Background: an optimization exercise with open tools, aiming at small area, a short achievable clock period and few clock cycles per item. Do not read the settings as production practice.
Only simulation tests tie the RTL to the original design; equivalence was not proved.
No activity file was given, so power comes from the tool's default toggle rates.

==> flow/design.v (excerpt) <==
module bitmap_block_allocator_core #(
    parameter int NUM_BLOCKS = 1024
) (
    input  logic                           clk,
    input  logic                           rst_n,
    input  logic                           req_valid,
    output logic                           req_ready,
    input  logic                           req_type,
    input  logic [9:0]                     req_block_number,
    output logic                           res_valid,
    input  logic                           res_ready,
    output logic [1:0]                     res_status,
    output logic [9:0]                     res_allocated_block,
    input  logic                           psel,
    input  logic                           penable,
    input  logic                           pwrite,
    input  logic [2:0]                     paddr,
    input  logic [31:0]                    pwdata,
    output logic [31:0]                    prdata,
    output logic                           pready
);
Settings: LEC_CHECK=0, ABC_CLOCK_PERIOD_IN_PS=4000, CAP_MARGIN=20, CORE_MARGIN=2, CORE_UTILIZATION=55, SETUP_SLACK_MARGIN=4.2, SLEW_MARGIN=20; clock period 9.0 ns.
run.sh (not shown) runs the stock make flow with config.mk's settings and CLKGATE_MAP_FILE= SYNTH_SCRIPT=/design/flow/synth_recipe.tcl, a recipe that flattens the netlist after the stock synthesis.
The starting point passed the timing, DRC and antenna checks.
Testbench counts at the start, summed over its fixed seeds: cycles 16,168, items 16,152.
==> next run, changes <==
SETUP_SLACK_MARGIN = 4.5   (was 4.2)
Result: Global-route usage grows by 0.35 points; design area rose by 1.7%; clock power barely changes; die area stays the same; worst setup slack gains 0.27 ns.

## JK
Another version of the RTL of bitmap_block_allocator_core (not shown whole).
For scale: about 3200 cells after synthesis, roughly 100 I/O pins, ~0.047 mm² of cells after synthesis.
Design bitmap_block_allocator_core, start of the top module:
module bitmap_block_allocator_core #(
    parameter int NUM_BLOCKS = 1024
) (
    input  logic                           clk,
    input  logic                           rst_n,
    input  logic                           req_valid,
    output logic                           req_ready,
    input  logic                           req_type,
    input  logic [9:0]                     req_block_number,
    output logic                           res_valid,
    input  logic                           res_ready,
    output logic [1:0]                     res_status,
    output logic [9:0]                     res_allocated_block,
    input  logic                           psel,
    input  logic                           penable,
    input  logic                           pwrite,
    input  logic [2:0]                     paddr,
    input  logic [31:0]                    pwdata,
    output logic [31:0]                    prdata,
    output logic                           pready
);
Settings: LEC_CHECK=0, CAP_MARGIN=20, CORE_MARGIN=2, CORE_UTILIZATION=66, CTS_BUF_LIST=sky130_fd_sc_hd__clkbuf_8, CTS_CLUSTER_DIAMETER=70, CTS_CLUSTER_SIZE=12, SETUP_SLACK_MARGIN=5, SLEW_MARGIN=20; clock period 9.0 ns.
JK completed every stage of the flow, and the final layout passed the timing, DRC and antenna checks.
Testbench counts of JK, summed over its fixed seeds: cycles 16,168, items 16,152.
### JK -> MS
Settings: CTS_CLUSTER_DIAMETER no longer set, was 70; CTS_BUF_LIST no longer set, was sky130_fd_sc_hd__clkbuf_8; CORE_UTILIZATION now 60, was 66; CTS_CLUSTER_SIZE no longer set, was 12.
==> comparison <==
NOTE: share of the core filled with cells in MS falls short of that of JK
Of MS and JK, the run reporting the higher switching power share of the total was JK.
Compare MS and JK | number of clock-tree buffers in the layout lower: JK
Reported for MS and JK, number of max-cap violations turned out identical to the last digit.
Delta (MS minus JK): width of the die moved up; part of the cycle the worst path needs moved down.
Re number of inverters outside the clock class in the layout: no difference whatsoever between MS and JK.
Remaining max-slew budget at the tightest pin was lower in JK than in MS.

## raven
Starting RTL as in the previous note.
// bitmap_block_allocator_core
module bitmap_block_allocator_core #(
    parameter int NUM_BLOCKS = 1024
) (
    input  logic                           clk,
    input  logic                           rst_n,
    input  logic                           req_valid,
    output logic                           req_ready,
    input  logic                           req_type,
    input  logic [9:0]                     req_block_number,
    output logic                           res_valid,
    input  logic                           res_ready,
    output logic [1:0]                     res_status,
    output logic [9:0]                     res_allocated_block,
    input  logic                           psel,
    input  logic                           penable,
    input  logic                           pwrite,
    input  logic [2:0]                     paddr,
    input  logic [31:0]                    pwdata,
    output logic [31:0]                    prdata,
    output logic                           pready
);
    logic [COUNT_W-1:0] blk_count_reg;
    logic [COUNT_W-1:0] limit;
    logic               cfg_wr;
    assign pready = 1'b1;
    assign cfg_wr = psel && penable && pwrite && (paddr[2] == REG_BLK_COUNT);
    always_ff @(posedge clk or negedge rst_n)
    begin
        if (!rst_n)
            blk_count_reg <= BLK_COUNT_RESET;
        else if (cfg_wr)
            blk_count_reg <= pwdata[COUNT_W-1:0];
    end
    assign prdata = (paddr[2] == REG_BLK_COUNT) ? 32'(blk_count_reg) : '0;
  ...
Settings: LEC_CHECK=0, CAP_MARGIN=10, CORE_MARGIN=2, CORE_UTILIZATION=60, CTS_BUF_LIST=sky130_fd_sc_hd__clkbuf_8, CTS_CLUSTER_DIAMETER=70, CTS_CLUSTER_SIZE=12, SETUP_SLACK_MARGIN=5, SLEW_MARGIN=10; clock period 9.0 ns.
Testbench counts of raven, summed over its fixed seeds: cycles 16,168, items 16,152.
What violet does differently from raven at the input level:
diff --git a/flow/config.mk b/flow/config.mk
--- a/flow/config.mk
+++ b/flow/config.mk
@@ -8 +8 @@
-export CAP_MARGIN = 10
+export CAP_MARGIN = 20
@@ -12,2 +12,2 @@
-export CTS_CLUSTER_DIAMETER = 70
-export CTS_CLUSTER_SIZE = 12
+export CTS_CLUSTER_DIAMETER = 60
+export CTS_CLUSTER_SIZE = 15
@@ -15 +15 @@
-export SLEW_MARGIN = 10
+export SLEW_MARGIN = 20
### Flow results
violet reached the final stage; the timing, DRC and antenna checks on its layout passed.
Where global-route wire length before repair is concerned, raven is outperformed by violet.
End of the critical path: cw[3]$_SDFFE_PP0P_ -> violet, word_sel[21]$_DFF_P_ -> raven
Count of different cell masters after synthesis came out exactly the same in violet and raven.
Changes observed in violet relative to raven: global-route usage flat, number of filler instances in the final layout up 1.4%, sequential share of the synthesized area flat, final area down about 0.8%.
--- input diff violet..maple ---
diff --git a/flow/config.mk b/flow/config.mk
--- a/flow/config.mk
+++ b/flow/config.mk
@@ -12,2 +11,0 @@
-export CTS_CLUSTER_DIAMETER = 60
-export CTS_CLUSTER_SIZE = 15
Findings:
Looking only at slew at the pin with the worst max-slew slack, and setting everything else aside, the lower value of violet and maple goes to maple.
Where post-route standard cell area excluding fillers is concerned, violet is better than maple.
Diff violet and maple: combinational power share higher in violet
maple ends up with higher wire length of the first global-routing pass than violet does.
violet → maple: routed wire length has increased, buffering overhead held.
Post-cts repair resize count in maple is 2.3% below violet.
For willow, these inputs were changed with respect to maple:
diff --git a/flow/config.mk b/flow/config.mk
--- a/flow/config.mk
+++ b/flow/config.mk
@@ -10 +10 @@
-export CORE_UTILIZATION = 60
+export CORE_UTILIZATION = 63
@@ -11,0 +12,2 @@
+export CTS_CLUSTER_DIAMETER = 70
+export CTS_CLUSTER_SIZE = 12
cw[3]$_SDFFE_PP0P_ as the endpoint of the worst setup timing path was reported by maple, and q0_data[2]$_DFFE_PP_ by willow. Higher hold slack goes to willow over maple. The switching share of total power of willow falls short of that of maple by 0.39 points. The start point of the critical path comes out cw[3]$_SDFFE_PP0P_ in one run and word_sel[1]$_DFF_P_ in the other, namely in willow and maple respectively. Changes observed in willow relative to maple: slew at the pin with the worst max-slew slack moved up; wire length of the first global-routing pass moved down; non-filler instance count after layout moved down. Clock transition time at the flip-flop clock pins of the worst setup and hold paths, willow and maple: smaller value in maple.
#### Input delta (juniper over willow)
diff --git a/flow/config.mk b/flow/config.mk
--- a/flow/config.mk
+++ b/flow/config.mk
@@ -10 +10 @@
-export CORE_UTILIZATION = 63
+export CORE_UTILIZATION = 60
[summary]
Of juniper and willow, the lower tap cell count belongs to willow. Looking at juniper and willow, the storage element area is a wash. What willow reported for number of gates resized after CTS has to be multiplied by 1.12 to get the figure for juniper. Between juniper and willow, initial antenna violation count is lower for willow, juniper comes in above that.

re-timing with driven ports:
The results above use ideal ports. As a check the final layouts listed here were re-extracted and re-timed, cells and wires unchanged.
Step 1, drivers: a clkbuf_16 drives clk and a buf_2 each remaining input, both assumed.
Step 2 adds t to the input delays and takes it off the output delays; t is the mean of the earliest and latest rising clock arrival at the registers after step 1. Input paths then give back, and output paths get back, about the clock's delay inside the block.
Slacks: ideal / step 1 / step 2; pairs: ideal / step 1.
run	shift t [ns]	setup slack, ns	slew at the worst register clock pin (ns)	pins driven straight from the clock port
the first run of note 1	0.788	4.203 / 4.203 / 4.203	0.07 / 0.07	1
the second run of note 1	0.789	4.468 / 4.468 / 4.278	0.07 / 0.07	1
JK	0.843	4.968 / 4.951 / 4.189	0.10 / 0.10	1
MS	0.761	4.994 / 4.949 / 4.554	0.07 / 0.07	1
raven	0.833	4.945 / 4.945 / 4.610	0.09 / 0.09	1
violet	0.794	4.974 / 4.959 / 4.453	0.11 / 0.11	1
maple	0.905	5.016 / 4.977 / 4.549	0.07 / 0.07	1
willow	0.823	4.984 / 4.969 / 4.374	0.09 / 0.09	1
juniper	0.836	5.002 / 4.951 / 4.470	0.09 / 0.09	1
After both steps setup and hold are still met in every run listed. For JK, which loses most, drivers alone change the setup slack by -0.017 ns; drivers and shift together by -0.779 ns.
